Background: an optimization exercise with open tools, aiming at small area, a short achievable clock period and few clock cycles per item. Do not read the settings as production practice.
No run shown here included a check of the RTL's function; only the layout flow was run.

==> flow/design.v (outline; a module is shown in full before it is edited, if it fits) <==
// module barometer_pressure_compensation_unit: 1268 lines
module barometer_pressure_compensation_unit (
    input  wire logic        clk,
    input  wire logic        rst_n,
    input  wire logic        s_tvalid,
    output logic             s_tready,
    input  wire logic [23:0] s_tdata,
    output logic             m_tvalid,
    input  wire logic        m_tready,
    output logic [23:0]      m_tdata,
    output logic [0:0]       m_tuser,
    input  wire logic        cfg_we,
    input  wire logic [bpc_pkg::CFG_ADDR_BITS-1:0] cfg_addr,
    input  wire logic [bpc_pkg::COEF_BITS-1:0]     cfg_wdata
);
  // ...
==> flow/flow/run.sh <==
#!/bin/bash
# The standard layout, with one step added between synthesis and floorplan:
# polarity.py removes inverters around the full-adder cells of the synthesized
# netlist (a full adder complements both outputs when its three inputs are
# complemented, so each fa cell can take its inputs in whichever polarity needs
# fewer inverters), and gives each fa cell's latest-arriving input its carry
# input pin, the fastest of the three (the cell is symmetric in them). Registers, cells other than inverters and every other step
# are the standard flow's, except that the ports are buffered with buf_2 cells
# (BUFFER_PORTS_ARGS) rather than the slow delay-buffer cell the resizer picks.
set -euo pipefail
res=orfs/results/${FLOW_PLATFORM}/barometer_pressure_compensation_unit/base
bash standard.sh synth > standard_synth.log 2>&1
cp "$res/1_2_yosys.v" synth_netlist.v
python3 flow/polarity.py synth_netlist.v "$res/1_2_yosys.v" > polarity.log 2>&1
touch "$res/1_2_yosys.v"
bash standard.sh "BUFFER_PORTS_ARGS=-buffer_cell sky130_fd_sc_hd__buf_2" finish > standard_finish.log 2>&1
==> flow/flow/polarity.py <==
#!/usr/bin/env python3
"""Removes inverters around full-adder cells of a flat sky130 gate netlist.

A full adder is self-dual: complementing its three inputs complements both
outputs.  Each fa cell may therefore be "flipped" (inputs and outputs taken
in complemented form) without changing what the netlist computes.  The script
collapses the netlist's inverters, picks a flip for every fa cell by local
search so that as few signals as possible are needed in both polarities, and
writes the netlist back with one inverter per signal that still needs its
complement.  Flip-flops, ports and every other cell are left as they are.

usage: polarity.py IN.v OUT.v
"""
import re
import sys
import random

OUT_PINS = {"X", "Y", "Q", "Q_N", "SUM", "COUT", "HI", "LO", "GCLK"}
INV_RE = re.compile(r"^sky130_fd_sc_hd__(inv|clkinv)_\d+$")
FA_RE = re.compile(r"^sky130_fd_sc_hd__fa_\d+$")


def esc(net):
    """an escaped identifier ends at white space"""
    return net + " " if net.startswith("\\") else net


def parse(text):
    m = re.search(r"^\s*module\s+(\w+)\s*\((.*?)\);", text, re.S | re.M)
    ports = [p.strip() for p in m.group(2).split(",")]
    cell_re = re.compile(r"^  (sky130_fd_sc_hd__\w+)\s+(\S+)\s*\((.*?)\n  \);\n", re.S | re.M)
    cells = []
    spans = []
    for cm in cell_re.finditer(text):
        pins = {}
        for pm in re.finditer(r"\.(\w+)\(([^()]*)\)", cm.group(3)):
            pins[pm.group(1)] = pm.group(2).strip()
        cells.append([cm.group(1), cm.group(2), pins])
        spans.append((cm.start(), cm.end()))
    return ports, cells, spans


# rough delays (ns) for ordering the inputs of each full adder: its carry input
# is its fastest, so the latest-arriving signal goes there
FA_SUM = {"A": 0.53, "B": 0.50, "CIN": 0.48}
FA_COUT = {"A": 0.42, "B": 0.39, "CIN": 0.36}


def permute_fa_inputs(final, is_port):
    drv = {}
    for key, (typ, name, pins) in final.items():
        for p, n in pins.items():
            if p in OUT_PINS:
                drv[n] = key
    seq = lambda t: ("dfrtp" in t or "dfxtp" in t or "edfxtp" in t or "dfstp" in t
                     or "conb" in t or "dlx" in t)
    arr = {}
    state = {}

    def arrival(net):
        if net in arr:
            return arr[net]
        stack = [net]
        while stack:
            n = stack[-1]
            if n in arr:
                stack.pop()
                continue
            key = drv.get(n)
            if key is None:
                arr[n] = 1.7 if is_port(n) else 0.0
                stack.pop()
                continue
            typ, name, pins = final[key]
            if seq(typ):
                arr[n] = 0.45
                stack.pop()
                continue
            ins = [m for p, m in pins.items() if p not in OUT_PINS]
            todo = [m for m in ins if m not in arr]
            if todo:
                if state.get(n) == "visiting":
                    raise RuntimeError("combinational loop at " + n)
                state[n] = "visiting"
                stack.extend(todo)
                continue
            if FA_RE.match(typ):
                order = sorted((pins["A"], pins["B"], pins["CIN"]), key=lambda m: arr[m])
                a = dict(zip(("A", "B", "CIN"), order))
                pins.update(a)
                tsum = max(arr[a[p]] + FA_SUM[p] for p in a)
                tco = max(arr[a[p]] + FA_COUT[p] for p in a)
                arr[pins["SUM"]] = tsum
                arr[pins["COUT"]] = tco
            else:
                d = 0.06 if INV_RE.match(typ) else (0.3 if "__ha_" in typ else 0.2)
                t = max(arr[m] for m in ins) + d if ins else 0.0
                for p, m in pins.items():
                    if p in OUT_PINS:
                        arr[m] = t
            stack.pop()
        return arr[net]

    before = {k: (v[2]["A"], v[2]["B"], v[2]["CIN"]) for k, v in final.items() if FA_RE.match(v[0])}
    for key, (typ, name, pins) in final.items():
        for p, n in pins.items():
            if p in OUT_PINS:
                arrival(n)
    return sum(1 for k, v in before.items()
               if (final[k][2]["A"], final[k][2]["B"], final[k][2]["CIN"]) != v)


def main():
    src, dst = sys.argv[1], sys.argv[2]
    text = open(src).read()
    ports, cells, spans = parse(text)
    assert "assign" not in text, "netlist has assign statements"

    def is_port(net):
        base = net.lstrip("\\").split("[")[0].strip()
        return base in ports

    driver = {}            # net -> (cell index, pin)
    loads = {}             # net -> list of (cell index, pin)
    for i, (typ, name, pins) in enumerate(cells):
        for p, n in pins.items():
            if p in OUT_PINS:
                assert n not in driver, f"two drivers on {n}"
                driver[n] = (i, p)
            else:
                loads.setdefault(n, []).append((i, p))

    # inverters that may be collapsed: input driven by a cell, output feeding only cells
    inv = set()
    for i, (typ, name, pins) in enumerate(cells):
        if INV_RE.match(typ):
            a, y = pins["A"], pins["Y"]
            if a in driver and not is_port(a) and not is_port(y) and y in loads:
                inv.add(i)

    def root(net):
        pol = 0
        while net in driver and driver[net][0] in inv:
            net = cells[driver[net][0]][2]["A"]
            pol ^= 1
        return net, pol

    fa = [i for i, c in enumerate(cells) if FA_RE.match(c[0])]
    faidx = {i: k for k, i in enumerate(fa)}
    # requirements: for each root net, list of (fa index or -1, polarity)
    req = {}
    for i, (typ, name, pins) in enumerate(cells):
        if i in inv:
            continue
        for p, n in pins.items():
            if p in OUT_PINS:
                continue
            r, pol = root(n)
            req.setdefault(r, []).append((faidx.get(i, -1), pol, i, p))
    src_fa = {}
    for r in req:
        if r in driver and driver[r][0] in faidx:
            src_fa[r] = faidx[driver[r][0]]
    touch = [[] for _ in fa]
    for r, lst in req.items():
        ks = {k for k, _, _, _ in lst if k >= 0}
        if r in src_fa:
            ks.add(src_fa[r])
        for k in ks:
            touch[k].append(r)

    x = [0] * len(fa)

    def cost(r):
        sp = x[src_fa[r]] if r in src_fa else 0
        for k, pol, _, _ in req[r]:
            if (pol ^ (x[k] if k >= 0 else 0)) != sp:
                return 1
        return 0

    def total():
        return sum(cost(r) for r in req)

    start = total()
    best = list(x)
    best_cost = start
    rng = random.Random(1)
    for trial in range(8):
        if trial:
            x = [v if rng.random() < 0.8 else 1 - v for v in best]
        improved = True
        while improved:
            improved = False
            for k in range(len(fa)):
                rs = set(touch[k])
                before = sum(cost(r) for r in rs)
                x[k] ^= 1
                after = sum(cost(r) for r in rs)
                if after < before:
                    improved = True
                else:
                    x[k] ^= 1
        c = total()
        if c < best_cost:
            best, best_cost = list(x), c
    x = best

    # rewrite: drop collapsed inverters, add one inverter per root that needs it
    newpins = {}
    added = []
    decl = []
    for r, lst in req.items():
        sp = x[src_fa[r]] if r in src_fa else 0
        comp = None
        for k, pol, i, p in lst:
            need = pol ^ (x[k] if k >= 0 else 0)
            if need == sp:
                net = r
            else:
                if comp is None:
                    comp = f"polnet_{len(added)}"
                    added.append((r, comp))
                    decl.append(f"  wire {comp};\n")
                net = comp
            newpins.setdefault(i, {})[p] = net
    # final connections of every kept cell, and the added inverters
    final = {}
    for i, (typ, name, pins) in enumerate(cells):
        if i in inv:
            continue
        p2 = dict(pins)
        p2.update(newpins.get(i, {}))
        final[i] = [typ, name, p2]
    for j, (r, c) in enumerate(added):
        final[("pol", j)] = ["sky130_fd_sc_hd__inv_1", f"polinv_{j}", {"A": r, "Y": c}]
    permuted = permute_fa_inputs(final, is_port)
    out = []
    last = 0
    for i, (s, e) in enumerate(spans):
        out.append(text[last:s])
        last = e
        if i in inv:
            continue
        typ, name, pins = final[i]
        body = ",\n".join(f"    .{p}({esc(n)})" for p, n in pins.items())
        out.append(f"  {typ} {name} (\n{body}\n  );\n")
    tail = text[last:]
    body = "".join(out)
    ins = "".join(f"  sky130_fd_sc_hd__inv_1 polinv_{j} (\n    .A({esc(r)}),\n    .Y({c})\n  );\n"
                  for j, (r, c) in enumerate(added))
    tail = tail.replace("endmodule", ins + "endmodule", 1)
    # declare the new nets after the module's port list declarations
    k = body.find("  wire ")
    body = body[:k] + "".join(decl) + body[k:]
    open(dst, "w").write(body + tail)
    print(f"fa cells {len(fa)}, flipped {sum(x)}; inverters collapsed {len(inv)}, "
          f"signals needing a complement {start} -> {best_cost}, inverters written {len(added)}; "
          f"fa cells with inputs reordered {permuted}")


main()
==> flow/standard.sh <==
#!/bin/bash
# synth_recipe.tcl (not shown) runs the flow's synth.tcl, then flattens the netlist and writes it again
# the make line also repeats each setting of config.mk as NAME=value (left out here)
make -C /OpenROAD-flow-scripts/flow DESIGN_CONFIG=/design/flow/config.mk WORK_HOME=/design/flow/orfs CLKGATE_MAP_FILE= SYNTH_SCRIPT=/design/flow/synth_recipe.tcl "${@:-finish}"
==> flow/config.mk <==
export PLATFORM = sky130hd
export DESIGN_NAME = barometer_pressure_compensation_unit
export DESIGN_NICKNAME = barometer_pressure_compensation_unit
export VERILOG_FILES = /design/flow/design.v
export SDC_FILE = /design/flow/constraint.sdc
export NUM_CORES = 4
export LEC_CHECK = 0
export ABC_AREA = 1
export CAP_MARGIN = 20
export CORE_MARGIN = 2
export CORE_UTILIZATION = 40
export CTS_BUF_LIST = sky130_fd_sc_hd__clkbuf_4
export SETUP_SLACK_MARGIN = 2.5
export SLEW_MARGIN = 20
==> flow/constraint.sdc <==
create_clock -name core_clock -period 7.5 [get_ports {clk}]
set_input_delay 1.5000 -clock core_clock [delete_from_list [all_inputs] [get_ports {clk}]]
set_output_delay 1.5000 -clock core_clock [all_outputs]
set_load 0.01 [all_outputs]
==> results.sh, run 1 <==
export IMPL_run_status="complete, no violations"
export IMPL_multi_input_logic_area_um2=18800
export IMPL_place_detailed_instances=3958
export IMPL_met3WireLength_um=5020
export IMPL_global_route_overflow_total=0
export IMPL_setup_tns_ns=0
export IMPL_clk_root_buf="clkbuf_4"
export IMPL_critical_path_cell_count=20
export IMPL_timing_critical_path_buf_inv=5
export IMPL_insertion_delay_ns=0.84
export IMPL_critPathMostFrequentCell="fa_1"
export IMPL_slew_viol_final=0
export IMPL_maximum_number_of_pins_on_one_net_before_global_route_repair=74
export IMPL_hold_path_startpoint="t2_reg[6]"
export IMPL_rsz_0062_raised_after_global_routing="yes"
export IMPL_clkCellAreaFrac_pct=3.01
export IMPL_route_detailed_vias_per_inst=5.19
export IMPL_buffers=214
export IMPL_cts_htree_levels=3
export IMPL_dpl_worst_slack_ns=1.62
export IMPL_postSynthNetCount=3693
export IMPL_design_portCount=74
export IMPL_sum_of_routed_wire_segments_on_met1_um=31300
export IMPL_grtUsageMet1_pct=25.7
==> inputs of run 2 (changes only) <==
--- a/flow/design.v
+++ b/flow/design.v
@@ -38,26 +38,27 @@
     logic signed [17:0] b2x3_reg;     
     logic signed [15:0] c12x3_reg;    
     logic [3:0]  ok_reg;
     logic        a0_ok, b1_ok, b2_ok, c12_ok;
     logic [15:0] a0_g, b1_g;
     logic [3:0]  vld;
     logic        en;
     logic [9:0]  p1_reg, t1_reg;
-    logic [3:0]  tk;
+    logic [4:0]  ts1_reg, ts2_reg, ts3_reg;    
+    logic [3:0]  tk_next, tk2_reg;
     logic [11:0] temp_next;
     logic [25:0] x_next, x2_reg;
     logic [27:0] y_next, y2_reg;
     logic [9:0]  p2_reg, t2_reg;
-    logic [18:0]  lo_sum;
+    logic [8:0]  lo_sum;
     logic        c3_reg;
-    logic [26-1:0] ra3_reg, rb3_reg;
-    logic [9:0]  t3_reg;
-    logic [26-1:0] s_full;
+    logic [36-1:0] ra3_reg, rb3_reg;
+    logic [11:0] temp3_reg;
+    logic [36-1:0] s_full;
     logic [25:0] v;
     logic        clip_lo4_reg, clip_hi4_reg;
     logic [12:0] hl;
     logic [11:0] h4_reg;
     logic [2:0]  g4_reg;
     logic        c4_reg;
     logic [11:0] temp4_reg;
     logic [12:0] q2;
@@ -104,114 +105,114 @@
     assign b1_g   = b1_reg & {16{b1_ok}};
     always_ff @(posedge clk or negedge rst_n)
     begin
         if (!rst_n)
             vld <= '0;
         else if (en)
             vld <= {vld[2:0], s_tvalid};
     end
-    wire ta_pp_d0_1 = ~t1_reg[1] & t1_reg[0] & c12_ok;
-    wire ta_pp_d0_2 = t1_reg[1] & ~t1_reg[0] & c12_ok;
-    wire ta_pp_d0_3 = t1_reg[1] & t1_reg[0] & c12_ok;
+    wire ta_pp_d0_1 = ts1_reg[0] & c12_ok;
+    wire ta_pp_d0_2 = ts2_reg[0] & c12_ok;
+    wire ta_pp_d0_3 = ts3_reg[0] & c12_ok;
     wire ta_pp_0_0 = (ta_pp_d0_1 & c12_reg[0]) | (ta_pp_d0_2 & 1'b0) | (ta_pp_d0_3 & c12x3_reg[0]);
     wire ta_pp_0_1 = (ta_pp_d0_1 & c12_reg[1]) | (ta_pp_d0_2 & c12_reg[0]) | (ta_pp_d0_3 & c12x3_reg[1]);
     wire ta_pp_0_2 = (ta_pp_d0_1 & c12_reg[2]) | (ta_pp_d0_2 & c12_reg[1]) | (ta_pp_d0_3 & c12x3_reg[2]);
     wire ta_pp_0_3 = (ta_pp_d0_1 & c12_reg[3]) | (ta_pp_d0_2 & c12_reg[2]) | (ta_pp_d0_3 & c12x3_reg[3]);
     wire ta_pp_0_4 = (ta_pp_d0_1 & c12_reg[4]) | (ta_pp_d0_2 & c12_reg[3]) | (ta_pp_d0_3 & c12x3_reg[4]);
     wire ta_pp_0_5 = (ta_pp_d0_1 & c12_reg[5]) | (ta_pp_d0_2 & c12_reg[4]) | (ta_pp_d0_3 & c12x3_reg[5]);
     wire ta_pp_0_6 = (ta_pp_d0_1 & c12_reg[6]) | (ta_pp_d0_2 & c12_reg[5]) | (ta_pp_d0_3 & c12x3_reg[6]);
     wire ta_pp_0_7 = (ta_pp_d0_1 & c12_reg[7]) | (ta_pp_d0_2 & c12_reg[6]) | (ta_pp_d0_3 & c12x3_reg[7]);
     wire ta_pp_0_8 = (ta_pp_d0_1 & c12_reg[8]) | (ta_pp_d0_2 & c12_reg[7]) | (ta_pp_d0_3 & c12x3_reg[8]);
     wire ta_pp_0_9 = (ta_pp_d0_1 & c12_reg[9]) | (ta_pp_d0_2 & c12_reg[8]) | (ta_pp_d0_3 & c12x3_reg[9]);
     wire ta_pp_0_10 = (ta_pp_d0_1 & c12_reg[10]) | (ta_pp_d0_2 & c12_reg[9]) | (ta_pp_d0_3 & c12x3_reg[10]);
     wire ta_pp_0_11 = (ta_pp_d0_1 & c12_reg[11]) | (ta_pp_d0_2 & c12_reg[10]) | (ta_pp_d0_3 & c12x3_reg[11]);
     wire ta_pp_0_12 = (ta_pp_d0_1 & c12_reg[12]) | (ta_pp_d0_2 & c12_reg[11]) | (ta_pp_d0_3 & c12x3_reg[12]);
     wire ta_pp_0_13 = (ta_pp_d0_1 & c12_reg[13]) | (ta_pp_d0_2 & c12_reg[12]) | (ta_pp_d0_3 & c12x3_reg[13]);
     wire ta_pp_0_14 = (ta_pp_d0_1 & c12_reg[13]) | (ta_pp_d0_2 & c12_reg[13]) | (ta_pp_d0_3 & c12x3_reg[14]);
     wire ta_pp_0_15 = (ta_pp_d0_1 & c12_reg[13]) | (ta_pp_d0_2 & c12_reg[13]) | (ta_pp_d0_3 & c12x3_reg[15]);
-    wire ta_pp_d1_1 = ~t1_reg[3] & t1_reg[2] & c12_ok;
-    wire ta_pp_d1_2 = t1_reg[3] & ~t1_reg[2] & c12_ok;
-    wire ta_pp_d1_3 = t1_reg[3] & t1_reg[2] & c12_ok;
+    wire ta_pp_d1_1 = ts1_reg[1] & c12_ok;
+    wire ta_pp_d1_2 = ts2_reg[1] & c12_ok;
+    wire ta_pp_d1_3 = ts3_reg[1] & c12_ok;
     wire ta_pp_1_0 = (ta_pp_d1_1 & c12_reg[0]) | (ta_pp_d1_2 & 1'b0) | (ta_pp_d1_3 & c12x3_reg[0]);
     wire ta_pp_1_1 = (ta_pp_d1_1 & c12_reg[1]) | (ta_pp_d1_2 & c12_reg[0]) | (ta_pp_d1_3 & c12x3_reg[1]);
     wire ta_pp_1_2 = (ta_pp_d1_1 & c12_reg[2]) | (ta_pp_d1_2 & c12_reg[1]) | (ta_pp_d1_3 & c12x3_reg[2]);
     wire ta_pp_1_3 = (ta_pp_d1_1 & c12_reg[3]) | (ta_pp_d1_2 & c12_reg[2]) | (ta_pp_d1_3 & c12x3_reg[3]);
     wire ta_pp_1_4 = (ta_pp_d1_1 & c12_reg[4]) | (ta_pp_d1_2 & c12_reg[3]) | (ta_pp_d1_3 & c12x3_reg[4]);
     wire ta_pp_1_5 = (ta_pp_d1_1 & c12_reg[5]) | (ta_pp_d1_2 & c12_reg[4]) | (ta_pp_d1_3 & c12x3_reg[5]);
     wire ta_pp_1_6 = (ta_pp_d1_1 & c12_reg[6]) | (ta_pp_d1_2 & c12_reg[5]) | (ta_pp_d1_3 & c12x3_reg[6]);
     wire ta_pp_1_7 = (ta_pp_d1_1 & c12_reg[7]) | (ta_pp_d1_2 & c12_reg[6]) | (ta_pp_d1_3 & c12x3_reg[7]);
     wire ta_pp_1_8 = (ta_pp_d1_1 & c12_reg[8]) | (ta_pp_d1_2 & c12_reg[7]) | (ta_pp_d1_3 & c12x3_reg[8]);
     wire ta_pp_1_9 = (ta_pp_d1_1 & c12_reg[9]) | (ta_pp_d1_2 & c12_reg[8]) | (ta_pp_d1_3 & c12x3_reg[9]);
     wire ta_pp_1_10 = (ta_pp_d1_1 & c12_reg[10]) | (ta_pp_d1_2 & c12_reg[9]) | (ta_pp_d1_3 & c12x3_reg[10]);
     wire ta_pp_1_11 = (ta_pp_d1_1 & c12_reg[11]) | (ta_pp_d1_2 & c12_reg[10]) | (ta_pp_d1_3 & c12x3_reg[11]);
     wire ta_pp_1_12 = (ta_pp_d1_1 & c12_reg[12]) | (ta_pp_d1_2 & c12_reg[11]) | (ta_pp_d1_3 & c12x3_reg[12]);
     wire ta_pp_1_13 = (ta_pp_d1_1 & c12_reg[13]) | (ta_pp_d1_2 & c12_reg[12]) | (ta_pp_d1_3 & c12x3_reg[13]);
     wire ta_pp_1_14 = (ta_pp_d1_1 & c12_reg[13]) | (ta_pp_d1_2 & c12_reg[13]) | (ta_pp_d1_3 & c12x3_reg[14]);
     wire ta_pp_1_15 = (ta_pp_d1_1 & c12_reg[13]) | (ta_pp_d1_2 & c12_reg[13]) | (ta_pp_d1_3 & c12x3_reg[15]);
-    wire ta_pp_d2_1 = ~t1_reg[5] & t1_reg[4] & c12_ok;
-    wire ta_pp_d2_2 = t1_reg[5] & ~t1_reg[4] & c12_ok;
-    wire ta_pp_d2_3 = t1_reg[5] & t1_reg[4] & c12_ok;
+    wire ta_pp_d2_1 = ts1_reg[2] & c12_ok;
+    wire ta_pp_d2_2 = ts2_reg[2] & c12_ok;
+    wire ta_pp_d2_3 = ts3_reg[2] & c12_ok;
     wire ta_pp_2_0 = (ta_pp_d2_1 & c12_reg[0]) | (ta_pp_d2_2 & 1'b0) | (ta_pp_d2_3 & c12x3_reg[0]);
     wire ta_pp_2_1 = (ta_pp_d2_1 & c12_reg[1]) | (ta_pp_d2_2 & c12_reg[0]) | (ta_pp_d2_3 & c12x3_reg[1]);
     wire ta_pp_2_2 = (ta_pp_d2_1 & c12_reg[2]) | (ta_pp_d2_2 & c12_reg[1]) | (ta_pp_d2_3 & c12x3_reg[2]);
     wire ta_pp_2_3 = (ta_pp_d2_1 & c12_reg[3]) | (ta_pp_d2_2 & c12_reg[2]) | (ta_pp_d2_3 & c12x3_reg[3]);
     wire ta_pp_2_4 = (ta_pp_d2_1 & c12_reg[4]) | (ta_pp_d2_2 & c12_reg[3]) | (ta_pp_d2_3 & c12x3_reg[4]);
     wire ta_pp_2_5 = (ta_pp_d2_1 & c12_reg[5]) | (ta_pp_d2_2 & c12_reg[4]) | (ta_pp_d2_3 & c12x3_reg[5]);
     wire ta_pp_2_6 = (ta_pp_d2_1 & c12_reg[6]) | (ta_pp_d2_2 & c12_reg[5]) | (ta_pp_d2_3 & c12x3_reg[6]);
     wire ta_pp_2_7 = (ta_pp_d2_1 & c12_reg[7]) | (ta_pp_d2_2 & c12_reg[6]) | (ta_pp_d2_3 & c12x3_reg[7]);
     wire ta_pp_2_8 = (ta_pp_d2_1 & c12_reg[8]) | (ta_pp_d2_2 & c12_reg[7]) | (ta_pp_d2_3 & c12x3_reg[8]);
     wire ta_pp_2_9 = (ta_pp_d2_1 & c12_reg[9]) | (ta_pp_d2_2 & c12_reg[8]) | (ta_pp_d2_3 & c12x3_reg[9]);
     wire ta_pp_2_10 = (ta_pp_d2_1 & c12_reg[10]) | (ta_pp_d2_2 & c12_reg[9]) | (ta_pp_d2_3 & c12x3_reg[10]);
     wire ta_pp_2_11 = (ta_pp_d2_1 & c12_reg[11]) | (ta_pp_d2_2 & c12_reg[10]) | (ta_pp_d2_3 & c12x3_reg[11]);
     wire ta_pp_2_12 = (ta_pp_d2_1 & c12_reg[12]) | (ta_pp_d2_2 & c12_reg[11]) | (ta_pp_d2_3 & c12x3_reg[12]);
     wire ta_pp_2_13 = (ta_pp_d2_1 & c12_reg[13]) | (ta_pp_d2_2 & c12_reg[12]) | (ta_pp_d2_3 & c12x3_reg[13]);
     wire ta_pp_2_14 = (ta_pp_d2_1 & c12_reg[13]) | (ta_pp_d2_2 & c12_reg[13]) | (ta_pp_d2_3 & c12x3_reg[14]);
     wire ta_pp_2_15 = (ta_pp_d2_1 & c12_reg[13]) | (ta_pp_d2_2 & c12_reg[13]) | (ta_pp_d2_3 & c12x3_reg[15]);
-    wire ta_pp_d3_1 = ~t1_reg[7] & t1_reg[6] & c12_ok;
-    wire ta_pp_d3_2 = t1_reg[7] & ~t1_reg[6] & c12_ok;
-    wire ta_pp_d3_3 = t1_reg[7] & t1_reg[6] & c12_ok;
+    wire ta_pp_d3_1 = ts1_reg[3] & c12_ok;
+    wire ta_pp_d3_2 = ts2_reg[3] & c12_ok;
+    wire ta_pp_d3_3 = ts3_reg[3] & c12_ok;
     wire ta_pp_3_0 = (ta_pp_d3_1 & c12_reg[0]) | (ta_pp_d3_2 & 1'b0) | (ta_pp_d3_3 & c12x3_reg[0]);
     wire ta_pp_3_1 = (ta_pp_d3_1 & c12_reg[1]) | (ta_pp_d3_2 & c12_reg[0]) | (ta_pp_d3_3 & c12x3_reg[1]);
     wire ta_pp_3_2 = (ta_pp_d3_1 & c12_reg[2]) | (ta_pp_d3_2 & c12_reg[1]) | (ta_pp_d3_3 & c12x3_reg[2]);
     wire ta_pp_3_3 = (ta_pp_d3_1 & c12_reg[3]) | (ta_pp_d3_2 & c12_reg[2]) | (ta_pp_d3_3 & c12x3_reg[3]);
     wire ta_pp_3_4 = (ta_pp_d3_1 & c12_reg[4]) | (ta_pp_d3_2 & c12_reg[3]) | (ta_pp_d3_3 & c12x3_reg[4]);
     wire ta_pp_3_5 = (ta_pp_d3_1 & c12_reg[5]) | (ta_pp_d3_2 & c12_reg[4]) | (ta_pp_d3_3 & c12x3_reg[5]);
     wire ta_pp_3_6 = (ta_pp_d3_1 & c12_reg[6]) | (ta_pp_d3_2 & c12_reg[5]) | (ta_pp_d3_3 & c12x3_reg[6]);
     wire ta_pp_3_7 = (ta_pp_d3_1 & c12_reg[7]) | (ta_pp_d3_2 & c12_reg[6]) | (ta_pp_d3_3 & c12x3_reg[7]);
     wire ta_pp_3_8 = (ta_pp_d3_1 & c12_reg[8]) | (ta_pp_d3_2 & c12_reg[7]) | (ta_pp_d3_3 & c12x3_reg[8]);
     wire ta_pp_3_9 = (ta_pp_d3_1 & c12_reg[9]) | (ta_pp_d3_2 & c12_reg[8]) | (ta_pp_d3_3 & c12x3_reg[9]);
     wire ta_pp_3_10 = (ta_pp_d3_1 & c12_reg[10]) | (ta_pp_d3_2 & c12_reg[9]) | (ta_pp_d3_3 & c12x3_reg[10]);
     wire ta_pp_3_11 = (ta_pp_d3_1 & c12_reg[11]) | (ta_pp_d3_2 & c12_reg[10]) | (ta_pp_d3_3 & c12x3_reg[11]);
     wire ta_pp_3_12 = (ta_pp_d3_1 & c12_reg[12]) | (ta_pp_d3_2 & c12_reg[11]) | (ta_pp_d3_3 & c12x3_reg[12]);
     wire ta_pp_3_13 = (ta_pp_d3_1 & c12_reg[13]) | (ta_pp_d3_2 & c12_reg[12]) | (ta_pp_d3_3 & c12x3_reg[13]);
     wire ta_pp_3_14 = (ta_pp_d3_1 & c12_reg[13]) | (ta_pp_d3_2 & c12_reg[13]) | (ta_pp_d3_3 & c12x3_reg[14]);
     wire ta_pp_3_15 = (ta_pp_d3_1 & c12_reg[13]) | (ta_pp_d3_2 & c12_reg[13]) | (ta_pp_d3_3 & c12x3_reg[15]);
-    wire ta_pp_d4_1 = ~t1_reg[9] & t1_reg[8] & c12_ok;
-    wire ta_pp_d4_2 = t1_reg[9] & ~t1_reg[8] & c12_ok;
-    wire ta_pp_d4_3 = t1_reg[9] & t1_reg[8] & c12_ok;
+    wire ta_pp_d4_1 = ts1_reg[4] & c12_ok;
+    wire ta_pp_d4_2 = ts2_reg[4] & c12_ok;
+    wire ta_pp_d4_3 = ts3_reg[4] & c12_ok;
     wire ta_pp_4_0 = (ta_pp_d4_1 & c12_reg[0]) | (ta_pp_d4_2 & 1'b0) | (ta_pp_d4_3 & c12x3_reg[0]);
     wire ta_pp_4_1 = (ta_pp_d4_1 & c12_reg[1]) | (ta_pp_d4_2 & c12_reg[0]) | (ta_pp_d4_3 & c12x3_reg[1]);
     wire ta_pp_4_2 = (ta_pp_d4_1 & c12_reg[2]) | (ta_pp_d4_2 & c12_reg[1]) | (ta_pp_d4_3 & c12x3_reg[2]);
     wire ta_pp_4_3 = (ta_pp_d4_1 & c12_reg[3]) | (ta_pp_d4_2 & c12_reg[2]) | (ta_pp_d4_3 & c12x3_reg[3]);
     wire ta_pp_4_4 = (ta_pp_d4_1 & c12_reg[4]) | (ta_pp_d4_2 & c12_reg[3]) | (ta_pp_d4_3 & c12x3_reg[4]);
     wire ta_pp_4_5 = (ta_pp_d4_1 & c12_reg[5]) | (ta_pp_d4_2 & c12_reg[4]) | (ta_pp_d4_3 & c12x3_reg[5]);
     wire ta_pp_4_6 = (ta_pp_d4_1 & c12_reg[6]) | (ta_pp_d4_2 & c12_reg[5]) | (ta_pp_d4_3 & c12x3_reg[6]);
     wire ta_pp_4_7 = (ta_pp_d4_1 & c12_reg[7]) | (ta_pp_d4_2 & c12_reg[6]) | (ta_pp_d4_3 & c12x3_reg[7]);
     wire ta_pp_4_8 = (ta_pp_d4_1 & c12_reg[8]) | (ta_pp_d4_2 & c12_reg[7]) | (ta_pp_d4_3 & c12x3_reg[8]);
     wire ta_pp_4_9 = (ta_pp_d4_1 & c12_reg[9]) | (ta_pp_d4_2 & c12_reg[8]) | (ta_pp_d4_3 & c12x3_reg[9]);
     wire ta_pp_4_10 = (ta_pp_d4_1 & c12_reg[10]) | (ta_pp_d4_2 & c12_reg[9]) | (ta_pp_d4_3 & c12x3_reg[10]);
     wire ta_pp_4_11 = (ta_pp_d4_1 & c12_reg[11]) | (ta_pp_d4_2 & c12_reg[10]) | (ta_pp_d4_3 & c12x3_reg[11]);
     wire ta_pp_4_12 = (ta_pp_d4_1 & c12_reg[12]) | (ta_pp_d4_2 & c12_reg[11]) | (ta_pp_d4_3 & c12x3_reg[12]);
     wire ta_pp_4_13 = (ta_pp_d4_1 & c12_reg[13]) | (ta_pp_d4_2 & c12_reg[12]) | (ta_pp_d4_3 & c12x3_reg[13]);
     wire ta_pp_4_14 = (ta_pp_d4_1 & c12_reg[13]) | (ta_pp_d4_2 & c12_reg[13]) | (ta_pp_d4_3 & c12x3_reg[14]);
     wire ta_pp_4_15 = (ta_pp_d4_1 & c12_reg[13]) | (ta_pp_d4_2 & c12_reg[13]) | (ta_pp_d4_3 & c12x3_reg[15]);
-    wire ty_pp_d0_1 = ~t1_reg[1] & t1_reg[0] & b2_ok;
-    wire ty_pp_d0_2 = t1_reg[1] & ~t1_reg[0] & b2_ok;
-    wire ty_pp_d0_3 = t1_reg[1] & t1_reg[0] & b2_ok;
+    wire ty_pp_d0_1 = ts1_reg[0] & b2_ok;
+    wire ty_pp_d0_2 = ts2_reg[0] & b2_ok;
+    wire ty_pp_d0_3 = ts3_reg[0] & b2_ok;
     wire ty_pp_0_0 = (ty_pp_d0_1 & b2_reg[0]) | (ty_pp_d0_2 & 1'b0) | (ty_pp_d0_3 & b2x3_reg[0]);
     wire ty_pp_0_1 = (ty_pp_d0_1 & b2_reg[1]) | (ty_pp_d0_2 & b2_reg[0]) | (ty_pp_d0_3 & b2x3_reg[1]);
     wire ty_pp_0_2 = (ty_pp_d0_1 & b2_reg[2]) | (ty_pp_d0_2 & b2_reg[1]) | (ty_pp_d0_3 & b2x3_reg[2]);
     wire ty_pp_0_3 = (ty_pp_d0_1 & b2_reg[3]) | (ty_pp_d0_2 & b2_reg[2]) | (ty_pp_d0_3 & b2x3_reg[3]);
     wire ty_pp_0_4 = (ty_pp_d0_1 & b2_reg[4]) | (ty_pp_d0_2 & b2_reg[3]) | (ty_pp_d0_3 & b2x3_reg[4]);
     wire ty_pp_0_5 = (ty_pp_d0_1 & b2_reg[5]) | (ty_pp_d0_2 & b2_reg[4]) | (ty_pp_d0_3 & b2x3_reg[5]);
     wire ty_pp_0_6 = (ty_pp_d0_1 & b2_reg[6]) | (ty_pp_d0_2 & b2_reg[5]) | (ty_pp_d0_3 & b2x3_reg[6]);
     wire ty_pp_0_7 = (ty_pp_d0_1 & b2_reg[7]) | (ty_pp_d0_2 & b2_reg[6]) | (ty_pp_d0_3 & b2x3_reg[7]);
@@ -220,19 +221,19 @@
     wire ty_pp_0_10 = (ty_pp_d0_1 & b2_reg[10]) | (ty_pp_d0_2 & b2_reg[9]) | (ty_pp_d0_3 & b2x3_reg[10]);
     wire ty_pp_0_11 = (ty_pp_d0_1 & b2_reg[11]) | (ty_pp_d0_2 & b2_reg[10]) | (ty_pp_d0_3 & b2x3_reg[11]);
     wire ty_pp_0_12 = (ty_pp_d0_1 & b2_reg[12]) | (ty_pp_d0_2 & b2_reg[11]) | (ty_pp_d0_3 & b2x3_reg[12]);
     wire ty_pp_0_13 = (ty_pp_d0_1 & b2_reg[13]) | (ty_pp_d0_2 & b2_reg[12]) | (ty_pp_d0_3 & b2x3_reg[13]);
     wire ty_pp_0_14 = (ty_pp_d0_1 & b2_reg[14]) | (ty_pp_d0_2 & b2_reg[13]) | (ty_pp_d0_3 & b2x3_reg[14]);
     wire ty_pp_0_15 = (ty_pp_d0_1 & b2_reg[15]) | (ty_pp_d0_2 & b2_reg[14]) | (ty_pp_d0_3 & b2x3_reg[15]);
     wire ty_pp_0_16 = (ty_pp_d0_1 & b2_reg[15]) | (ty_pp_d0_2 & b2_reg[15]) | (ty_pp_d0_3 & b2x3_reg[16]);
     wire ty_pp_0_17 = (ty_pp_d0_1 & b2_reg[15]) | (ty_pp_d0_2 & b2_reg[15]) | (ty_pp_d0_3 & b2x3_reg[17]);
-    wire ty_pp_d1_1 = ~t1_reg[3] & t1_reg[2] & b2_ok;
-    wire ty_pp_d1_2 = t1_reg[3] & ~t1_reg[2] & b2_ok;
-    wire ty_pp_d1_3 = t1_reg[3] & t1_reg[2] & b2_ok;
+    wire ty_pp_d1_1 = ts1_reg[1] & b2_ok;
+    wire ty_pp_d1_2 = ts2_reg[1] & b2_ok;
+    wire ty_pp_d1_3 = ts3_reg[1] & b2_ok;
     wire ty_pp_1_0 = (ty_pp_d1_1 & b2_reg[0]) | (ty_pp_d1_2 & 1'b0) | (ty_pp_d1_3 & b2x3_reg[0]);
     wire ty_pp_1_1 = (ty_pp_d1_1 & b2_reg[1]) | (ty_pp_d1_2 & b2_reg[0]) | (ty_pp_d1_3 & b2x3_reg[1]);
     wire ty_pp_1_2 = (ty_pp_d1_1 & b2_reg[2]) | (ty_pp_d1_2 & b2_reg[1]) | (ty_pp_d1_3 & b2x3_reg[2]);
     wire ty_pp_1_3 = (ty_pp_d1_1 & b2_reg[3]) | (ty_pp_d1_2 & b2_reg[2]) | (ty_pp_d1_3 & b2x3_reg[3]);
     wire ty_pp_1_4 = (ty_pp_d1_1 & b2_reg[4]) | (ty_pp_d1_2 & b2_reg[3]) | (ty_pp_d1_3 & b2x3_reg[4]);
     wire ty_pp_1_5 = (ty_pp_d1_1 & b2_reg[5]) | (ty_pp_d1_2 & b2_reg[4]) | (ty_pp_d1_3 & b2x3_reg[5]);
     wire ty_pp_1_6 = (ty_pp_d1_1 & b2_reg[6]) | (ty_pp_d1_2 & b2_reg[5]) | (ty_pp_d1_3 & b2x3_reg[6]);
     wire ty_pp_1_7 = (ty_pp_d1_1 & b2_reg[7]) | (ty_pp_d1_2 & b2_reg[6]) | (ty_pp_d1_3 & b2x3_reg[7]);
@@ -241,19 +242,19 @@
     wire ty_pp_1_10 = (ty_pp_d1_1 & b2_reg[10]) | (ty_pp_d1_2 & b2_reg[9]) | (ty_pp_d1_3 & b2x3_reg[10]);
     wire ty_pp_1_11 = (ty_pp_d1_1 & b2_reg[11]) | (ty_pp_d1_2 & b2_reg[10]) | (ty_pp_d1_3 & b2x3_reg[11]);
     wire ty_pp_1_12 = (ty_pp_d1_1 & b2_reg[12]) | (ty_pp_d1_2 & b2_reg[11]) | (ty_pp_d1_3 & b2x3_reg[12]);
     wire ty_pp_1_13 = (ty_pp_d1_1 & b2_reg[13]) | (ty_pp_d1_2 & b2_reg[12]) | (ty_pp_d1_3 & b2x3_reg[13]);
     wire ty_pp_1_14 = (ty_pp_d1_1 & b2_reg[14]) | (ty_pp_d1_2 & b2_reg[13]) | (ty_pp_d1_3 & b2x3_reg[14]);
     wire ty_pp_1_15 = (ty_pp_d1_1 & b2_reg[15]) | (ty_pp_d1_2 & b2_reg[14]) | (ty_pp_d1_3 & b2x3_reg[15]);
     wire ty_pp_1_16 = (ty_pp_d1_1 & b2_reg[15]) | (ty_pp_d1_2 & b2_reg[15]) | (ty_pp_d1_3 & b2x3_reg[16]);
     wire ty_pp_1_17 = (ty_pp_d1_1 & b2_reg[15]) | (ty_pp_d1_2 & b2_reg[15]) | (ty_pp_d1_3 & b2x3_reg[17]);
-    wire ty_pp_d2_1 = ~t1_reg[5] & t1_reg[4] & b2_ok;
-    wire ty_pp_d2_2 = t1_reg[5] & ~t1_reg[4] & b2_ok;
-    wire ty_pp_d2_3 = t1_reg[5] & t1_reg[4] & b2_ok;
+    wire ty_pp_d2_1 = ts1_reg[2] & b2_ok;
+    wire ty_pp_d2_2 = ts2_reg[2] & b2_ok;
+    wire ty_pp_d2_3 = ts3_reg[2] & b2_ok;
     wire ty_pp_2_0 = (ty_pp_d2_1 & b2_reg[0]) | (ty_pp_d2_2 & 1'b0) | (ty_pp_d2_3 & b2x3_reg[0]);
     wire ty_pp_2_1 = (ty_pp_d2_1 & b2_reg[1]) | (ty_pp_d2_2 & b2_reg[0]) | (ty_pp_d2_3 & b2x3_reg[1]);
     wire ty_pp_2_2 = (ty_pp_d2_1 & b2_reg[2]) | (ty_pp_d2_2 & b2_reg[1]) | (ty_pp_d2_3 & b2x3_reg[2]);
     wire ty_pp_2_3 = (ty_pp_d2_1 & b2_reg[3]) | (ty_pp_d2_2 & b2_reg[2]) | (ty_pp_d2_3 & b2x3_reg[3]);
     wire ty_pp_2_4 = (ty_pp_d2_1 & b2_reg[4]) | (ty_pp_d2_2 & b2_reg[3]) | (ty_pp_d2_3 & b2x3_reg[4]);
     wire ty_pp_2_5 = (ty_pp_d2_1 & b2_reg[5]) | (ty_pp_d2_2 & b2_reg[4]) | (ty_pp_d2_3 & b2x3_reg[5]);
     wire ty_pp_2_6 = (ty_pp_d2_1 & b2_reg[6]) | (ty_pp_d2_2 & b2_reg[5]) | (ty_pp_d2_3 & b2x3_reg[6]);
     wire ty_pp_2_7 = (ty_pp_d2_1 & b2_reg[7]) | (ty_pp_d2_2 & b2_reg[6]) | (ty_pp_d2_3 & b2x3_reg[7]);
@@ -262,19 +263,19 @@
     wire ty_pp_2_10 = (ty_pp_d2_1 & b2_reg[10]) | (ty_pp_d2_2 & b2_reg[9]) | (ty_pp_d2_3 & b2x3_reg[10]);
     wire ty_pp_2_11 = (ty_pp_d2_1 & b2_reg[11]) | (ty_pp_d2_2 & b2_reg[10]) | (ty_pp_d2_3 & b2x3_reg[11]);
     wire ty_pp_2_12 = (ty_pp_d2_1 & b2_reg[12]) | (ty_pp_d2_2 & b2_reg[11]) | (ty_pp_d2_3 & b2x3_reg[12]);
     wire ty_pp_2_13 = (ty_pp_d2_1 & b2_reg[13]) | (ty_pp_d2_2 & b2_reg[12]) | (ty_pp_d2_3 & b2x3_reg[13]);
     wire ty_pp_2_14 = (ty_pp_d2_1 & b2_reg[14]) | (ty_pp_d2_2 & b2_reg[13]) | (ty_pp_d2_3 & b2x3_reg[14]);
     wire ty_pp_2_15 = (ty_pp_d2_1 & b2_reg[15]) | (ty_pp_d2_2 & b2_reg[14]) | (ty_pp_d2_3 & b2x3_reg[15]);
     wire ty_pp_2_16 = (ty_pp_d2_1 & b2_reg[15]) | (ty_pp_d2_2 & b2_reg[15]) | (ty_pp_d2_3 & b2x3_reg[16]);
     wire ty_pp_2_17 = (ty_pp_d2_1 & b2_reg[15]) | (ty_pp_d2_2 & b2_reg[15]) | (ty_pp_d2_3 & b2x3_reg[17]);
-    wire ty_pp_d3_1 = ~t1_reg[7] & t1_reg[6] & b2_ok;
-    wire ty_pp_d3_2 = t1_reg[7] & ~t1_reg[6] & b2_ok;
-    wire ty_pp_d3_3 = t1_reg[7] & t1_reg[6] & b2_ok;
+    wire ty_pp_d3_1 = ts1_reg[3] & b2_ok;
+    wire ty_pp_d3_2 = ts2_reg[3] & b2_ok;
+    wire ty_pp_d3_3 = ts3_reg[3] & b2_ok;
     wire ty_pp_3_0 = (ty_pp_d3_1 & b2_reg[0]) | (ty_pp_d3_2 & 1'b0) | (ty_pp_d3_3 & b2x3_reg[0]);
     wire ty_pp_3_1 = (ty_pp_d3_1 & b2_reg[1]) | (ty_pp_d3_2 & b2_reg[0]) | (ty_pp_d3_3 & b2x3_reg[1]);
     wire ty_pp_3_2 = (ty_pp_d3_1 & b2_reg[2]) | (ty_pp_d3_2 & b2_reg[1]) | (ty_pp_d3_3 & b2x3_reg[2]);
     wire ty_pp_3_3 = (ty_pp_d3_1 & b2_reg[3]) | (ty_pp_d3_2 & b2_reg[2]) | (ty_pp_d3_3 & b2x3_reg[3]);
     wire ty_pp_3_4 = (ty_pp_d3_1 & b2_reg[4]) | (ty_pp_d3_2 & b2_reg[3]) | (ty_pp_d3_3 & b2x3_reg[4]);
     wire ty_pp_3_5 = (ty_pp_d3_1 & b2_reg[5]) | (ty_pp_d3_2 & b2_reg[4]) | (ty_pp_d3_3 & b2x3_reg[5]);
     wire ty_pp_3_6 = (ty_pp_d3_1 & b2_reg[6]) | (ty_pp_d3_2 & b2_reg[5]) | (ty_pp_d3_3 & b2x3_reg[6]);
     wire ty_pp_3_7 = (ty_pp_d3_1 & b2_reg[7]) | (ty_pp_d3_2 & b2_reg[6]) | (ty_pp_d3_3 & b2x3_reg[7]);
@@ -283,19 +284,19 @@
     wire ty_pp_3_10 = (ty_pp_d3_1 & b2_reg[10]) | (ty_pp_d3_2 & b2_reg[9]) | (ty_pp_d3_3 & b2x3_reg[10]);
     wire ty_pp_3_11 = (ty_pp_d3_1 & b2_reg[11]) | (ty_pp_d3_2 & b2_reg[10]) | (ty_pp_d3_3 & b2x3_reg[11]);
     wire ty_pp_3_12 = (ty_pp_d3_1 & b2_reg[12]) | (ty_pp_d3_2 & b2_reg[11]) | (ty_pp_d3_3 & b2x3_reg[12]);
     wire ty_pp_3_13 = (ty_pp_d3_1 & b2_reg[13]) | (ty_pp_d3_2 & b2_reg[12]) | (ty_pp_d3_3 & b2x3_reg[13]);
     wire ty_pp_3_14 = (ty_pp_d3_1 & b2_reg[14]) | (ty_pp_d3_2 & b2_reg[13]) | (ty_pp_d3_3 & b2x3_reg[14]);
     wire ty_pp_3_15 = (ty_pp_d3_1 & b2_reg[15]) | (ty_pp_d3_2 & b2_reg[14]) | (ty_pp_d3_3 & b2x3_reg[15]);
     wire ty_pp_3_16 = (ty_pp_d3_1 & b2_reg[15]) | (ty_pp_d3_2 & b2_reg[15]) | (ty_pp_d3_3 & b2x3_reg[16]);
     wire ty_pp_3_17 = (ty_pp_d3_1 & b2_reg[15]) | (ty_pp_d3_2 & b2_reg[15]) | (ty_pp_d3_3 & b2x3_reg[17]);
-    wire ty_pp_d4_1 = ~t1_reg[9] & t1_reg[8] & b2_ok;
-    wire ty_pp_d4_2 = t1_reg[9] & ~t1_reg[8] & b2_ok;
-    wire ty_pp_d4_3 = t1_reg[9] & t1_reg[8] & b2_ok;
+    wire ty_pp_d4_1 = ts1_reg[4] & b2_ok;
+    wire ty_pp_d4_2 = ts2_reg[4] & b2_ok;
+    wire ty_pp_d4_3 = ts3_reg[4] & b2_ok;
     wire ty_pp_4_0 = (ty_pp_d4_1 & b2_reg[0]) | (ty_pp_d4_2 & 1'b0) | (ty_pp_d4_3 & b2x3_reg[0]);
     wire ty_pp_4_1 = (ty_pp_d4_1 & b2_reg[1]) | (ty_pp_d4_2 & b2_reg[0]) | (ty_pp_d4_3 & b2x3_reg[1]);
     wire ty_pp_4_2 = (ty_pp_d4_1 & b2_reg[2]) | (ty_pp_d4_2 & b2_reg[1]) | (ty_pp_d4_3 & b2x3_reg[2]);
     wire ty_pp_4_3 = (ty_pp_d4_1 & b2_reg[3]) | (ty_pp_d4_2 & b2_reg[2]) | (ty_pp_d4_3 & b2x3_reg[3]);
     wire ty_pp_4_4 = (ty_pp_d4_1 & b2_reg[4]) | (ty_pp_d4_2 & b2_reg[3]) | (ty_pp_d4_3 & b2x3_reg[4]);
     wire ty_pp_4_5 = (ty_pp_d4_1 & b2_reg[5]) | (ty_pp_d4_2 & b2_reg[4]) | (ty_pp_d4_3 & b2x3_reg[5]);
     wire ty_pp_4_6 = (ty_pp_d4_1 & b2_reg[6]) | (ty_pp_d4_2 & b2_reg[5]) | (ty_pp_d4_3 & b2x3_reg[6]);
     wire ty_pp_4_7 = (ty_pp_d4_1 & b2_reg[7]) | (ty_pp_d4_2 & b2_reg[6]) | (ty_pp_d4_3 & b2x3_reg[7]);
@@ -1238,24 +1239,24 @@
     wire tc_s77, tc_c77;
     assign {tc_c77, tc_s77} = {1'b0, tb_ra[43]} + {1'b0, tb_ra[37]} + {1'b0, tb_rb[43]};
     wire tc_s78, tc_c78;
     assign {tc_c78, tc_s78} = {1'b0, tb_rb[37]} + {1'b0, tc_c75} + {1'b0, tc_s77};
     wire [43:0] tc_ra = {tc_c76, tc_c74, tc_c72, tc_c70, tc_c68, tc_c66, tc_c64, tc_c62, tc_c60, tc_c58, tc_c56, tc_c54, tc_c52, tc_c50, tc_c48, tc_c46, tc_c44, tc_c42, tc_c40, tc_c38, tc_c36, tc_c34, tc_c32, tc_c30, tc_c28, tc_c26, tc_c24, tc_c22, tc_c20, tc_c18, tc_c16, tc_c14, tc_c12, tb_ra[10], tc_c8, tc_c6, tc_c4, tc_s4, tb_ra[5], tb_ra[4], tb_rb[3], tb_ra[2], tb_ra[1], tb_ra[0]};
     wire [43:0] tc_rb = {tc_s78, tc_s76, tc_s74, tc_s72, tc_s70, tc_s68, tc_s66, tc_s64, tc_s62, tc_s60, tc_s58, tc_s56, tc_s54, tc_s52, tc_s50, tc_s48, tc_s46, tc_s44, tc_s42, tc_s40, tc_s38, tc_s36, tc_s34, tc_s32, tc_s30, tc_s28, tc_s26, tc_s24, tc_s22, tc_s20, tc_s18, tc_s16, tc_s14, tc_s12, tc_s10, tc_s8, tc_s6, 1'b0, tc_s2, tc_s1, tc_s0, tb_rb[2], tb_rb[1], tb_rb[0]};
     assign x_next = ta_ra + ta_rb;
     assign y_next = ty_ra + ty_rb;
-    assign tk = 4'(t3_reg >= 10'd17)  + 4'(t3_reg >= 10'd124) + 4'(t3_reg >= 10'd231)
-              + 4'(t3_reg >= 10'd338) + 4'(t3_reg >= 10'd445) + 4'(t3_reg >= 10'd552)
-              + 4'(t3_reg >= 10'd659) + 4'(t3_reg >= 10'd766) + 4'(t3_reg >= 10'd873)
-              + 4'(t3_reg >= 10'd980);
-    assign temp_next = bpc_pkg::T_BASE + 12'(tk) - 12'(t3_reg) - 12'({t3_reg, 1'b0});
-    assign lo_sum = {1'b0, tc_ra[18-1:0]} + {1'b0, tc_rb[18-1:0]};
-    assign s_full = ra3_reg + rb3_reg + 26'(c3_reg);
-    assign v      = s_full[26-1:0];
+    assign tk_next = 4'(t1_reg >= 10'd17)  + 4'(t1_reg >= 10'd124) + 4'(t1_reg >= 10'd231)
+                   + 4'(t1_reg >= 10'd338) + 4'(t1_reg >= 10'd445) + 4'(t1_reg >= 10'd552)
+                   + 4'(t1_reg >= 10'd659) + 4'(t1_reg >= 10'd766) + 4'(t1_reg >= 10'd873)
+                   + 4'(t1_reg >= 10'd980);
+    assign temp_next = bpc_pkg::T_BASE + 12'(tk2_reg) - 12'(t2_reg) - 12'({t2_reg, 1'b0});
+    assign lo_sum = {1'b0, tc_ra[8-1:0]} + {1'b0, tc_rb[8-1:0]};
+    assign s_full = ra3_reg + rb3_reg + 36'(c3_reg);
+    assign v      = s_full[36-1:10];
     assign hl     = 13'(v[21:10]) + 13'(v[9:0]);
     always_comb
     begin
         q2 = {h4_reg, 1'b1} + {9'd0, g4_reg, c4_reg};
         if (clip_lo4_reg)
             pres = 12'd0;
         else if (clip_hi4_reg)
             pres = 12'd4095;
@@ -1263,26 +1264,33 @@
             pres = q2[12:1];
     end
     always_ff @(posedge clk)
     begin
         if (en)
         begin
             p1_reg       <= s_tdata[9:0];
             t1_reg       <= s_tdata[19:10];
+            for (int j = 0; j < 5; j++)
+            begin
+                ts1_reg[j] <= s_tdata[10+2*j+:2] == 2'd1;
+                ts2_reg[j] <= s_tdata[10+2*j+:2] == 2'd2;
+                ts3_reg[j] <= s_tdata[10+2*j+:2] == 2'd3;
+            end
             x2_reg       <= x_next;
             y2_reg       <= y_next;
             p2_reg       <= p1_reg;
             t2_reg       <= t1_reg;
-            c3_reg       <= lo_sum[18];
-            ra3_reg      <= tc_ra[43:18];
-            rb3_reg      <= tc_rb[43:18];
-            t3_reg       <= t2_reg;
+            tk2_reg      <= tk_next;
+            c3_reg       <= lo_sum[8];
+            ra3_reg      <= tc_ra[43:8];
+            rb3_reg      <= tc_rb[43:8];
+            temp3_reg    <= temp_next;
             clip_lo4_reg <= v[25];
             clip_hi4_reg <= !v[25] && ((|v[24:22]) || (&v[21:12]));
             h4_reg       <= v[21:10];
             g4_reg       <= hl[12:10];
             c4_reg       <= (&hl[9:3]) && (4'(hl[2:0]) + 4'(hl[12:10]) >= 4'd7);
-            temp4_reg    <= temp_next;
+            temp4_reg    <= temp3_reg;
         end
     end
 endmodule
 `default_nettype wire
--- a/flow/config.mk
+++ b/flow/config.mk
@@ -4,11 +4,10 @@
 export VERILOG_FILES = /design/flow/design.v
 export SDC_FILE = /design/flow/constraint.sdc
 export NUM_CORES = 4
 export LEC_CHECK = 0
 export ABC_AREA = 1
 export CAP_MARGIN = 20
 export CORE_MARGIN = 2
 export CORE_UTILIZATION = 40
-export CTS_BUF_LIST = sky130_fd_sc_hd__clkbuf_4
 export SETUP_SLACK_MARGIN = 2.5
 export SLEW_MARGIN = 20
==> run 2 against run 1 <==
Largest cell class unchanged. Clock skew down 0.025 ns. Critical path depth grew 9. Register-to-register slack better by 0.57 ns. Synthesized cell count rose by 1.2%. Final cell count shrank 2.0%. Hold slack better by 0.011 ns. Critical path type unchanged. Count of clock-buffer cells in the layout decreased by 53.
==> results.sh, run 2 <==
export IMPL_first_global_vias=22500
export IMPL_critical_path_top_delay_family="simple AND/OR/NAND/NOR gates"
export IMPL_synth_cell_area_um2=30100
export IMPL_design_portCount=74
export IMPL_total_iterations_of_the_first_detailed_routing_run=5
export IMPL_area_growth_synth_to_final_pct=13.8
export IMPL_timing_max_cap_violations=0
export IMPL_tritoncts_num_buffers=40
export IMPL_timing_final_crit_period_ns=4.91
export IMPL_r2r_depth=29
export IMPL_cts_htree_levels=2
export IMPL_slew_viol_final=0
export IMPL_mostFrequentLayoutCells="nand2_1 (545), inv_1 (482), fa_1 (396), edfxtp_1 (318), a21oi_1 (236)"
export IMPL_final_hold_viol_count=0
export IMPL_post_route_period_util_pct=65.5
export IMPL_route_detailed_vias_per_inst=5.27
export IMPL_post_dp_hpwl_um=61600
export IMPL_grt_first_pass_wirelength_um=125000
export IMPL_leading_cell_type_in_the_layout_fill_and_taps_excluded="nand2_1"
export IMPL_postSynthNetCount=3686
export IMPL_initial_cell_density_of_the_core_pct=40.4
export IMPL_synthesis_area_per_instance_um2=9.90
export IMPL_drt_total_wl_um=78800
export IMPL_hold_path_startpoint="temp3_reg[7]"
export IMPL_maximum_number_of_pins_on_one_net_before_global_route_repair=94
export IMPL_route_detailed_drc=0
export IMPL_crit_path_max_fanout=5
export IMPL_fmaxAchievable_mhz=204
export IMPL_clkSlewWorstSetupHoldPaths_ns=0.06
export IMPL_cp_start_kind="flop"
export IMPL_postSynthCellCount=3036
export IMPL_global_route_overflow_total=0
export IMPL_final_cell_area_excluding_filler_cells_um2=34200
export IMPL_die_width_um=278
export IMPL_critPathMostFrequentCell="nand2_1"
export IMPL_slew_headroom_pct=36.0
export IMPL_cts_hold_buffers_added=0
export IMPL_setup_tns_ns=0
export IMPL_setup_worst_path_class="flop to flop"
export IMPL_timing_hold_worst_path_depth=0
export IMPL_post_route_cells_drive_above_1_share_pct=11.7
export IMPL_critical_path_slowest_cell="fa_1"
export IMPL_run_status="complete, no violations"
export IMPL_postRouteAntennaNets=0
export IMPL_dr_total_vias=21800
export IMPL_number_of_nets_at_the_end_of_the_flow=3785
export IMPL_cp_end_kind="flop"
export IMPL_ys_warnings_count=1
export IMPL_r2r_end="c4_reg"
export IMPL_crit_arrival_ns=5.32
export IMPL_timing_critical_path_buf_inv=3
export IMPL_final_weighted_congestion_in_routability_driven_placement=0.969
export IMPL_r2r_start="rb3_reg[16]"
export IMPL_dpl_worst_slack_ns=1.88
export IMPL_buffer_ports_inserted=69
export IMPL_clock_tree_from_tritoncts="done"
export IMPL_filler_cell_count=6961
export IMPL_count_of_standard_cell_rows=100
export IMPL_drtIter0Drc=1643
export IMPL_final_setup_viol_count=0
export IMPL_clk_root_buf="clkbuf_16"
export IMPL_insertion_delay_ns=0.57
export IMPL_coreArea_um2=74400
export IMPL_max_slew_worst_pin_slew_ns=0.960
export IMPL_grt_antenna_before_repair=0
export IMPL_timing_hold_worst_class="flop to flop"
export IMPL_worst_clock_skew_ns=0.0278
export IMPL_numClockSinks=326
export IMPL_crit_path_max_cell_delay_ns=0.47
export IMPL_groute_usage_overall_pct=20.6
export IMPL_placed_cell_area_um2=31400
export IMPL_post_drt_wl_per_cell_um=19.1
export IMPL_clockBufferDepth=3
export IMPL_min_to="temp4_reg[7]"
export IMPL_die_height_um=278
export IMPL_postLayoutSetupSlackWorst_ns=2.59
export IMPL_num_antenna_cells=0
export IMPL_cp_required_ns=7.91
export IMPL_worst_reg_to_reg_setup_slack_ns=2.59
export IMPL_rsz_0062_raised_after_global_routing="yes"
export IMPL_design_die_area_um2=77400
run 2: routing by layer:
layer / up-vias / GRT usage, % / share of wire (%)
met1: 10700 / 27.1 / 43
met2: 694 / 34.8 / 48
met4: 0 / 6.92 / 3.1
li1: 10300 / - / -
met3: 130 / 3.27 / 5.5
met5: - / 0 / 0
run 2: area by class of cell:
cell class	instances	area, um2	area share (%)
Clock buffer	48	1060	3.11
Timing Repair inverter	1	5.00	0.0146
Multi-Input combinational cell	2119	18900	55.2
Sequential cell	326	9760	28.5
Inverter	504	1950	5.69
Tap cell	969	1210	3.55
Clock inverter	22	330	0.966
Timing Repair Buffer	143	991	2.90
run 2: how the worst max path moves through the flow:
stage	start	endpoint	cells past startpoint
after floorplan	ok_reg[2]	y2_reg[26]	23
after global placement	ra3_reg[0]	c4_reg	32
after detailed placement	ra3_reg[0]	c4_reg	32
after CTS	ra3_reg[0]	c4_reg	32
after global routing	rb3_reg[2]	c4_reg	31
final	rb3_reg[16]	c4_reg	29
run 2: per-stage QoR:
| stage | hold slack [ns] | instances | util, % |
|---|---|---|---|
| after global routing | 0.421 | 4132 | 45.9 |
| after global placement | 0.402 | 4003 | 42.2 |
| after floorplan | 0.400 | 3036 | - |
| after CTS | 0.414 | 4079 | 44.4 |
| final | 0.413 | 4132 | 45.9 |
| after detailed placement | 0.406 | 4003 | 42.2 |
run 2: timing repair:
action	CTS	global route
gates resized for setup	46	143
pin swaps	2	33
cloned	0	1
setup buffers	6	52
setup endpoints to repair	56	47

==> afterwards: timing with drivers on the ports <==
The results above use ideal ports. As a check the final layouts listed here were re-extracted and re-timed, cells and wires unchanged.
Step 1 (the two cells are an assumption about what drives the block):
set clk [get_ports {clk}]
set_driving_cell -lib_cell sky130_fd_sc_hd__clkbuf_16 $clk
set_driving_cell -lib_cell sky130_fd_sc_hd__buf_2 [delete_from_list [all_inputs] $clk]
Step 2 moves the port delays by t, midway between the first and last clock arrival at a register: inputs arrive t later, outputs are due t later. That takes back most of the time a late clock gives input paths.
Three values: no drivers, after step 1, after step 2; two values: the first two.
run	t, ns	slack for setup (ns)	worst setup path at the end
run 1	0.861	2.017 / 2.017 / 2.017	register to register
run 2	0.614	2.589 / 2.589 / 2.589	register to register
After both steps setup and hold are still met in every run listed.
